This design comes from an exercise in tuning for small area, a short achievable clock period and few clock cycles per item on the open sky130 flow, not from production work.
Only simulation tests tie the RTL to the original design; equivalence was not proved.
Power is estimated from default activity; no workload was simulated.

Setup of the baseline:
==> flow/design.v (excerpt) <==
module regional_max
#(
    parameter int M            = eda_regional_max_pkg::DEF_M,
    parameter int N            = eda_regional_max_pkg::DEF_N,
    parameter int PIXEL_WIDTH  = eda_regional_max_pkg::DEF_PIXEL_WIDTH,
    parameter int WINDOW_WIDTH = eda_regional_max_pkg::DEF_WINDOW_WIDTH,
    parameter int I_WIDTH      = eda_regional_max_pkg::DEF_I_WIDTH,
    parameter int J_WIDTH      = eda_regional_max_pkg::DEF_J_WIDTH,
    parameter int ADDR_WIDTH   = I_WIDTH + J_WIDTH
) (
    input  logic                   clk,
    input  logic                   reset_n,
    input  logic [PIXEL_WIDTH-1:0] pixel_in,
    input  logic [ADDR_WIDTH-1:0]  rd_addr,
    input  logic                   start,
    input  logic [ADDR_WIDTH-1:0]  wr_addr,
    input  logic                   write_en,
    output logic                   done,
    output logic [M*N-1:0]        matrix_output
);
    localparam int P  = M * N;
    logic unused_rd_addr;
    assign unused_rd_addr = ^rd_addr;
    logic          busy_q;      
    logic          cmp_q;       
    logic          itr_q;       
    logic          done_q;
    logic          changed;     
    logic [PIXEL_WIDTH-1:0] img_q [P];
    logic [PIXEL_WIDTH-1:0] bsel_q;   
    logic [P-1:0]           bp;       
    logic [M-1:0] wr_row;
    logic [N-1:0] wr_col;
    for (genvar r = 0; r < M; r++) begin : g_wr_row
        assign wr_row[r] = write_en & ~busy_q & (wr_addr[ADDR_WIDTH-1:J_WIDTH] == I_WIDTH'(r));
    end
    for (genvar c = 0; c < N; c++) begin : g_wr_col
  ...
For scale: about 2,700 cells after synthesis, ~89 I/O pins, ~0.033 mm^2 of cells after synthesis.
==> flow/config.mk <==
export PLATFORM = sky130hd
export DESIGN_NAME = regional_max
export DESIGN_NICKNAME = regional_max
export VERILOG_FILES = /design/flow/design.v
export SDC_FILE = /design/flow/constraint.sdc
export NUM_CORES = 4
export LEC_CHECK = 0
export ABC_CLOCK_PERIOD_IN_PS = 3000
export CAP_MARGIN = 20
export CORE_MARGIN = 2
export CORE_UTILIZATION = 60
export CTS_CLUSTER_DIAMETER = 120
export CTS_CLUSTER_SIZE = 24
export SLEW_MARGIN = 20
export TNS_END_PERCENT = 5
==> flow/constraint.sdc <==
create_clock -name core_clock -period 9.0 [get_ports {clk}]
set_input_delay 1.8000 -clock core_clock [delete_from_list [all_inputs] [get_ports {clk}]]
set_output_delay 1.8000 -clock core_clock [all_outputs]
set_load 0.01 [all_outputs]
standard.sh (not shown) runs the stock make flow with config.mk's settings and CLKGATE_MAP_FILE= SYNTH_SCRIPT=/design/flow/synth_recipe.tcl, a recipe that flattens the netlist after the stock synthesis.
==> flow/flow/run.sh <==
#!/bin/bash
# Standard layout, with timing repair aiming 6 ns above the 9 ns clock's
# requirement (i.e. for a 3 ns period), to find the shortest period the design
# reaches. The clock and constraints are the design's, unchanged.
set -euo pipefail
export SETUP_SLACK_MARGIN=6.0
bash standard.sh finish > standard_flow.log 2>&1
The baseline finished end to end and its layout was clean on timing, DRC and antenna.
Testbench counts of the baseline, summed over its fixed seeds: cycles 38,141, images 512.
Modified inputs, the candidate compared to the baseline
- TNS_END_PERCENT removed (was 5)
Findings:
The baseline and the candidate ended up with nearly the same clock skew.
The candidate | status: complete | timing, DRC, antenna: pass
Compared with the baseline, the candidate shows a cell count that is about 2.4% higher.
Area occupied by multi-input gates on the candidate is up relative to the baseline.
Count of clock buffers in the final design went down by more than 10% going from the baseline to the candidate.
Placed cell count of the baseline is on par with the candidate.
The candidate packs its core more tightly than the baseline.
Comparing the baseline and the candidate, the lower share of cell area taken by multi-input logic gates was measured on the candidate.
Between the baseline and the candidate, the slack of the worst reg-to-reg path is higher for the candidate.
In the candidate relative to the baseline, final weighted congestion in routability-driven placement had gone up by a few percent.
Compared with the baseline, the candidate is hungrier on power.

The RTL this note starts from:
==> flow/design.v <==
package eda_regional_max_pkg;
    localparam int DEF_M            = 8;
    localparam int DEF_N            = 8;
    localparam int DEF_PIXEL_WIDTH  = 8;
    localparam int DEF_WINDOW_WIDTH = 3;
    localparam int DEF_I_WIDTH      = 3;
    localparam int DEF_J_WIDTH      = 3;
endpackage
module regional_max_window (
    input  logic clk,
    input  logic run_i,     
    input  logic first_i,   
    input  logic a_i,       
    input  logic b_i,       
    output logic eq_o,      
    output logic a_gt_o,    
    output logic b_gt_o     
);
    logic eq_q;
    logic live;
    assign live   = first_i | eq_q;
    assign a_gt_o = live & a_i & ~b_i;
    assign b_gt_o = live & b_i & ~a_i;
    always_ff @(posedge clk) begin
        if (run_i) eq_q <= live & ~(a_i ^ b_i);
    end
    assign eq_o = eq_q;
endmodule
module regional_max
#(
    parameter int M            = eda_regional_max_pkg::DEF_M,
    parameter int N            = eda_regional_max_pkg::DEF_N,
    parameter int PIXEL_WIDTH  = eda_regional_max_pkg::DEF_PIXEL_WIDTH,
    parameter int WINDOW_WIDTH = eda_regional_max_pkg::DEF_WINDOW_WIDTH,
    parameter int I_WIDTH      = eda_regional_max_pkg::DEF_I_WIDTH,
    parameter int J_WIDTH      = eda_regional_max_pkg::DEF_J_WIDTH,
    parameter int ADDR_WIDTH   = I_WIDTH + J_WIDTH
) (
    input  logic                   clk,
    input  logic                   reset_n,
    input  logic [PIXEL_WIDTH-1:0] pixel_in,
    input  logic [ADDR_WIDTH-1:0]  rd_addr,
    input  logic                   start,
    input  logic [ADDR_WIDTH-1:0]  wr_addr,
    input  logic                   write_en,
    output logic                   done,
    output logic [M*N-1:0]        matrix_output
);
    localparam int P  = M * N;
    localparam int BW = 3;   
    logic unused_rd_addr;
    assign unused_rd_addr = ^rd_addr;
    logic          busy_q;      
    logic          cmp_q;       
    logic          itr_q;       
    logic [BW-1:0] bit_q;       
    logic          first_q;     
    logic          done_q;
    logic          changed;
    logic                   we_q;
    logic [ADDR_WIDTH-1:0]  wa_q;
    logic [PIXEL_WIDTH-1:0] wd_q;
    always_ff @(posedge clk) begin
        if (!reset_n) we_q <= 1'b0;
        else          we_q <= write_en & ~busy_q;
        wa_q <= wr_addr;
        wd_q <= pixel_in;
    end
    logic [PIXEL_WIDTH-1:0] img_q [P];
    for (genvar p = 0; p < P; p++) begin : g_img
        localparam int R = p / N;
        localparam int C = p % N;
        always_ff @(posedge clk) begin
            if (we_q && wa_q[ADDR_WIDTH-1:J_WIDTH] == I_WIDTH'(R) &&
                wa_q[J_WIDTH-1:0] == J_WIDTH'(C))
                img_q[p] <= wd_q;
        end
    end
    logic [P-1:0] bp;
    for (genvar p = 0; p < P; p++) begin : g_bp
        assign bp[p] = img_q[p][bit_q];
    end
    logic [P-1:0] hit;           
    logic [7:0]   nb_eq [P];     
    logic [7:0]   nb_vl [P];     
    logic [7:0]   up_hit [P];    
    function automatic int dr(input int d);
        case (d)
            0, 1, 7: dr = -1;
            3, 4, 5: dr = 1;
            default: dr = 0;
        endcase
    endfunction
    function automatic int dc(input int d);
        case (d)
            1, 2, 3: dc = 1;
            5, 6, 7: dc = -1;
            default: dc = 0;
        endcase
    endfunction
    for (genvar p = 0; p < P; p++) begin : g_pix
        localparam int R = p / N;
        localparam int C = p % N;
        for (genvar d = 0; d < 8; d++) begin : g_dir
            localparam int RR = R + dr(d);
            localparam int CC = C + dc(d);
            localparam bit V  = (RR >= 0) && (RR < M) && (CC >= 0) && (CC < N);
            localparam int Q  = V ? RR * N + CC : 0;
            assign nb_vl[p][d] = V;
            if (V && d >= 2 && d <= 5) begin : g_own
                logic e_eq, a_gt, b_gt;
                regional_max_window u_edge (
                    .clk     (clk),
                    .run_i   (cmp_q),
                    .first_i (first_q),
                    .a_i     (bp[p]),
                    .b_i     (bp[Q]),
                    .eq_o    (e_eq),
                    .a_gt_o  (a_gt),
                    .b_gt_o  (b_gt)
                );
                assign nb_eq[p][d]  = e_eq;
                assign up_hit[p][d] = b_gt;
            end else if (V) begin : g_peer
                assign nb_eq[p][d]  = g_pix[Q].g_dir[(d + 4) % 8].g_own.e_eq;
                assign up_hit[p][d] = g_pix[Q].g_dir[(d + 4) % 8].g_own.a_gt;
            end else begin : g_none
                assign nb_eq[p][d]  = 1'b0;
                assign up_hit[p][d] = 1'b0;
            end
        end
        assign hit[p] = |up_hit[p];
    end
    logic [P-1:0] hi_q;      
    logic [P-1:0] flag_q;    
    logic [P-1:0] clr;
    for (genvar p = 0; p < P; p++) begin : g_flag
        logic [7:0] eq_clr;
        for (genvar d = 0; d < 8; d++) begin : g_d
            localparam int RR = p / N + dr(d);
            localparam int CC = p % N + dc(d);
            localparam bit V  = (RR >= 0) && (RR < M) && (CC >= 0) && (CC < N);
            localparam int Q  = V ? RR * N + CC : 0;
            if (V) begin : g_v
                assign eq_clr[d] = nb_eq[p][d] & ~flag_q[Q];
            end else begin : g_n
                assign eq_clr[d] = 1'b0;
            end
        end
        assign clr[p] = hi_q[p] | (|eq_clr);
    end
    assign changed = |(flag_q & clr);
    logic last_bit;
    assign last_bit = (bit_q == '0);
    always_ff @(posedge clk) begin
        if (cmp_q) hi_q <= (first_q ? '0 : hi_q) | hit;
    end
    always_ff @(posedge clk) begin
        if (!reset_n) begin
            busy_q  <= 1'b0;
            cmp_q   <= 1'b0;
            itr_q   <= 1'b0;
            first_q <= 1'b0;
            bit_q   <= '0;
            done_q  <= 1'b0;
            flag_q  <= '0;
        end else begin
            done_q  <= 1'b0;
            first_q <= 1'b0;
            if (!busy_q) begin
                if (start) begin
                    busy_q  <= 1'b1;
                    cmp_q   <= 1'b1;
                    first_q <= 1'b1;
                    bit_q   <= BW'(PIXEL_WIDTH - 1);
                end
            end else if (cmp_q) begin
                bit_q <= bit_q - BW'(1);
                if (last_bit) begin
                    cmp_q  <= 1'b0;
                    itr_q  <= 1'b1;
                    flag_q <= ~(hi_q | hit);
                end
            end else if (itr_q) begin
                flag_q <= flag_q & ~clr;
                if (!changed) begin
                    itr_q  <= 1'b0;
                    busy_q <= 1'b0;
                    done_q <= 1'b1;
                end
            end
        end
    end
    assign done          = done_q;
    assign matrix_output = flag_q;
endmodule
export LEC_CHECK = 0
export ABC_CLOCK_PERIOD_IN_PS = 3000
export CAP_MARGIN = 20
export CORE_MARGIN = 2
export CORE_UTILIZATION = 60
export SETUP_SLACK_MARGIN = 5.0
export SLEW_MARGIN = 20
create_clock -name core_clock -period 9.0 [get_ports {clk}]
run.sh (not shown) runs the stock make flow with config.mk's settings and CLKGATE_MAP_FILE= SYNTH_SCRIPT=/design/flow/synth_recipe.tcl, a recipe that flattens the netlist after the stock synthesis.
Stock flow here: none of the scripts above is used.
Testbench counts at the start, summed over its fixed seeds: cycles 38,141, images 512.
Rerun with:
Settings changed: ABC_CLOCK_PERIOD_IN_PS 3000 to unset, CORE_UTILIZATION 60 to 40, SETUP_SLACK_MARGIN 5.0 to unset.
After rerunning: Final area climbs by 0.89%; worst setup slack loses 0.56 ns; global-route usage drops by 11 points; core utilization drops by 22 points; via count drops by 2.1%; final cell count climbs by 10%.

== job 101 ==
regional_max, a different RTL version from the one above (not shown whole).
Size in the first run: roughly 2500 cells after synthesis, ~810 flip-flops, about 89 I/O pins, roughly 33000 um^2 of cells after synthesis.
Settings: LEC_CHECK=0, ABC_CLOCK_PERIOD_IN_PS=3000, CAP_MARGIN=20, CORE_MARGIN=2, CORE_UTILIZATION=60, SLEW_MARGIN=20; clock period 9.0 ns.
standard.sh (not shown) runs the stock make flow with config.mk's settings and CLKGATE_MAP_FILE= SYNTH_SCRIPT=/design/flow/synth_recipe.tcl, a recipe that flattens the netlist after the stock synthesis.
Scripts as last shown in full above: flow/flow/run.sh
Testbench counts of job 101, summed over its fixed seeds: cycles 38,141, images 512.
Input-level comparison between job 102 and job 101:
- CTS_CLUSTER_SIZE: unset -> 30
- CTS_CLUSTER_DIAMETER: unset -> 150
Findings:
- Between job 102 and job 101, the setup-violating endpoint count in the final report figures differ only marginally.
- Wire length on met2, job 102 vs job 101: down by a few percent
- Against job 101, job 102 reports a delay of the slowest critical-path stage that is higher.
- Job 102 against job 101: portion of total power attributed to combinational logic went up by 3.8 points; number of fill cells in the layout went up by about 6.5%.
- Taking job 101 as the reference, in job 102 ratio of total power to cell area saw a decrease; wire length after detailed routing saw a decrease; count of clock-buffer cells in the layout saw a decrease; internal portion of total power saw a decrease.
The following lists how job 103 was set up differently from job 102:
- CTS_CLUSTER_SIZE removed (was 30)
- ABC_AREA newly set to 1
- CTS_CLUSTER_DIAMETER removed (was 150)
--- outcome ---
The final layout from job 103, which completed every stage, passed the timing, DRC and antenna checks at the end of the flow.
For job 103, the capturing element of the worst setup path was chg_q[1]$_DFF_P_, unlike job 102, where it was img_q[43][0]$_DFFE_PP_.
Highest signal layer in the routed design = met4: job 102; highest signal layer in the routed design = met5: job 103
The footprint of the flip-flops and latches on job 103 is in line with that on job 102.
From job 102 to job 103 the numbers moved as follows: die boundary width now sits higher, amount of wire on met3 after detailed routing now sits higher.

regional_max, a different RTL version from the one above (not shown whole).
Size in the first run: ~870 flip-flops, ~89 I/O pins, roughly 42000 um2 of cells after synthesis.
==> flow/config.mk <==
export PLATFORM = sky130hd
export DESIGN_NAME = regional_max
export DESIGN_NICKNAME = regional_max
export VERILOG_FILES = /design/flow/design.v
export SDC_FILE = /design/flow/constraint.sdc
export NUM_CORES = 4
export LEC_CHECK = 0
export ABC_CLOCK_PERIOD_IN_PS = 3000
export CAP_MARGIN = 20
export CORE_MARGIN = 2
export CORE_UTILIZATION = 60
export SLEW_MARGIN = 20
==> flow/constraint.sdc <==
create_clock -name core_clock -period 9.0 [get_ports {clk}]
set_input_delay 1.8000 -clock core_clock [delete_from_list [all_inputs] [get_ports {clk}]]
set_output_delay 1.8000 -clock core_clock [all_outputs]
set_load 0.01 [all_outputs]
Scripts as last shown in full above: flow/flow/run.sh
Testbench counts at the start, summed over its fixed seeds: cycles 38,141, images 512.
==> next run, changes <==
==> flow/run.sh (new file) <==
#!/bin/bash
# synth_recipe.tcl (not shown) runs the flow's synth.tcl, then flattens the netlist and writes it again
# the make line also repeats each setting of config.mk as NAME=value (left out here)
make -C /OpenROAD-flow-scripts/flow DESIGN_CONFIG=/design/flow/config.mk WORK_HOME=/design/flow/orfs CLKGATE_MAP_FILE= SYNTH_SCRIPT=/design/flow/synth_recipe.tcl finish
Settings changed: SETUP_SLACK_MARGIN set to 5.0.
removed: flow/flow/run.sh
removed: flow/standard.sh
Effect: Routed wire length shrinks slightly. Setup slack loses 0.74 ns. Design area shrinks slightly. Global-route usage shrinks by 0.57 points. Clock skew shrinks by 0.0031 ns.

Setup of old:
Another version of the RTL of regional_max (not shown whole).
Size: ~2,800 cells after synthesis, ~810 flip-flops, ~33,000 sq um of cells after synthesis.
export LEC_CHECK = 0
export ABC_CLOCK_PERIOD_IN_PS = 3000
export CAP_MARGIN = 20
export CORE_MARGIN = 2
export CORE_UTILIZATION = 60
export CTS_BUF_LIST = sky130_fd_sc_hd__clkbuf_8
export CTS_CLUSTER_SIZE = 30
export SLEW_MARGIN = 20
create_clock -name core_clock -period 9.0 [get_ports {clk}]
==> flow/flow/run.sh <==
#!/bin/bash
# Standard layout, with timing repair aiming 6 ns above the 9 ns clock's
# requirement (i.e. for a 3 ns period), to find the shortest period the design
# reaches. The clock and constraints are the design's, unchanged.
set -euo pipefail
export SETUP_SLACK_MARGIN=6.0
bash standard.sh finish > standard_flow.log 2>&1
Testbench counts of old, summed over its fixed seeds: cycles 38,141, images 512.
--- input diff old..new ---
Settings: CTS_CLUSTER_SIZE removed (was 30); CTS_BUF_LIST removed (was sky130_fd_sc_hd__clkbuf_8).
Notes after the runs:
new: full flow OK, the timing, DRC and antenna checks passed. Relative to old, the wire length measured on new has increased slightly. Sort new and old by power share of the clock group, descending, and new comes first. On maximum number of buffers from clock root to sink, new and old are basically level. Register share of the cell area | new below old. Summary of the comparison: logic gate share of total power is lower in new, relative to old. new against old: wire length of the first global-routing pass now larger, detailed-routed wire length on met3 now larger. Going from old to new, the number of global-route vias before repair was found to have gone up by about 0.5%. Setup WNS old -> new: better. Final number of setup-violating endpoints: old vs new — no meaningful difference.

-- separate check: timing with driven ports --
No port has a modelled driver above. Below, the same layouts with a new extraction and two added sets of constraints. Step 1 (the two cells are an assumption about what drives the block):
set clk [get_ports {clk}]
set_driving_cell -lib_cell sky130_fd_sc_hd__clkbuf_16 $clk
set_driving_cell -lib_cell sky130_fd_sc_hd__buf_2 [delete_from_list [all_inputs] $clk]
Step 2 times the ports against the registers' clock, not the clock port: input delays grow and output delays shrink by t, the midpoint of the rising clock arrivals with the driver on. a / b / c = ideal ports / drivers / drivers and shift; a / b = the first two.
run	t (ns)	setup WS [ns]	worst setup path after step 2	latest minus earliest clock arrival (ns)	cell pins on the clock port's net
the baseline	0.671	5.892 / 5.826 / 5.306	input to register	0.021 / 0.021	1
the candidate	0.668	5.950 / 5.965 / 5.319	input to register	0.020 / 0.020	1
the first run of note 2	0.729	5.120 / 5.055 / 5.034	input to register	0.044 / 0.044	1
the second run of note 2	0.740	4.559 / 4.559 / 4.559	register to register	0.039 / 0.039	1
job 101	0.703	5.960 / 5.977 / 5.298	input to register	0.041 / 0.040	1
job 102	0.698	5.966 / 5.964 / 5.301	input to register	0.036 / 0.035	1
job 103	0.700	5.964 / 5.958 / 5.352	input to register	0.033 / 0.033	1
the first run of note 4	0.708	5.866 / 5.866 / 5.659	input to register	0.028 / 0.028	1
the second run of note 4	0.706	5.121 / 5.055 / 5.512	register to register	0.025 / 0.025	1
old	0.841	5.491 / 5.491 / 5.264	input to register	0.034 / 0.033	1
new	0.707	5.574 / 5.574 / 5.223	input to register	0.050 / 0.050	1
After both steps every run listed still meets setup and hold. The setup slack of job 102, which loses most, moves by -0.002 ns with the drivers and by -0.665 ns with both steps.
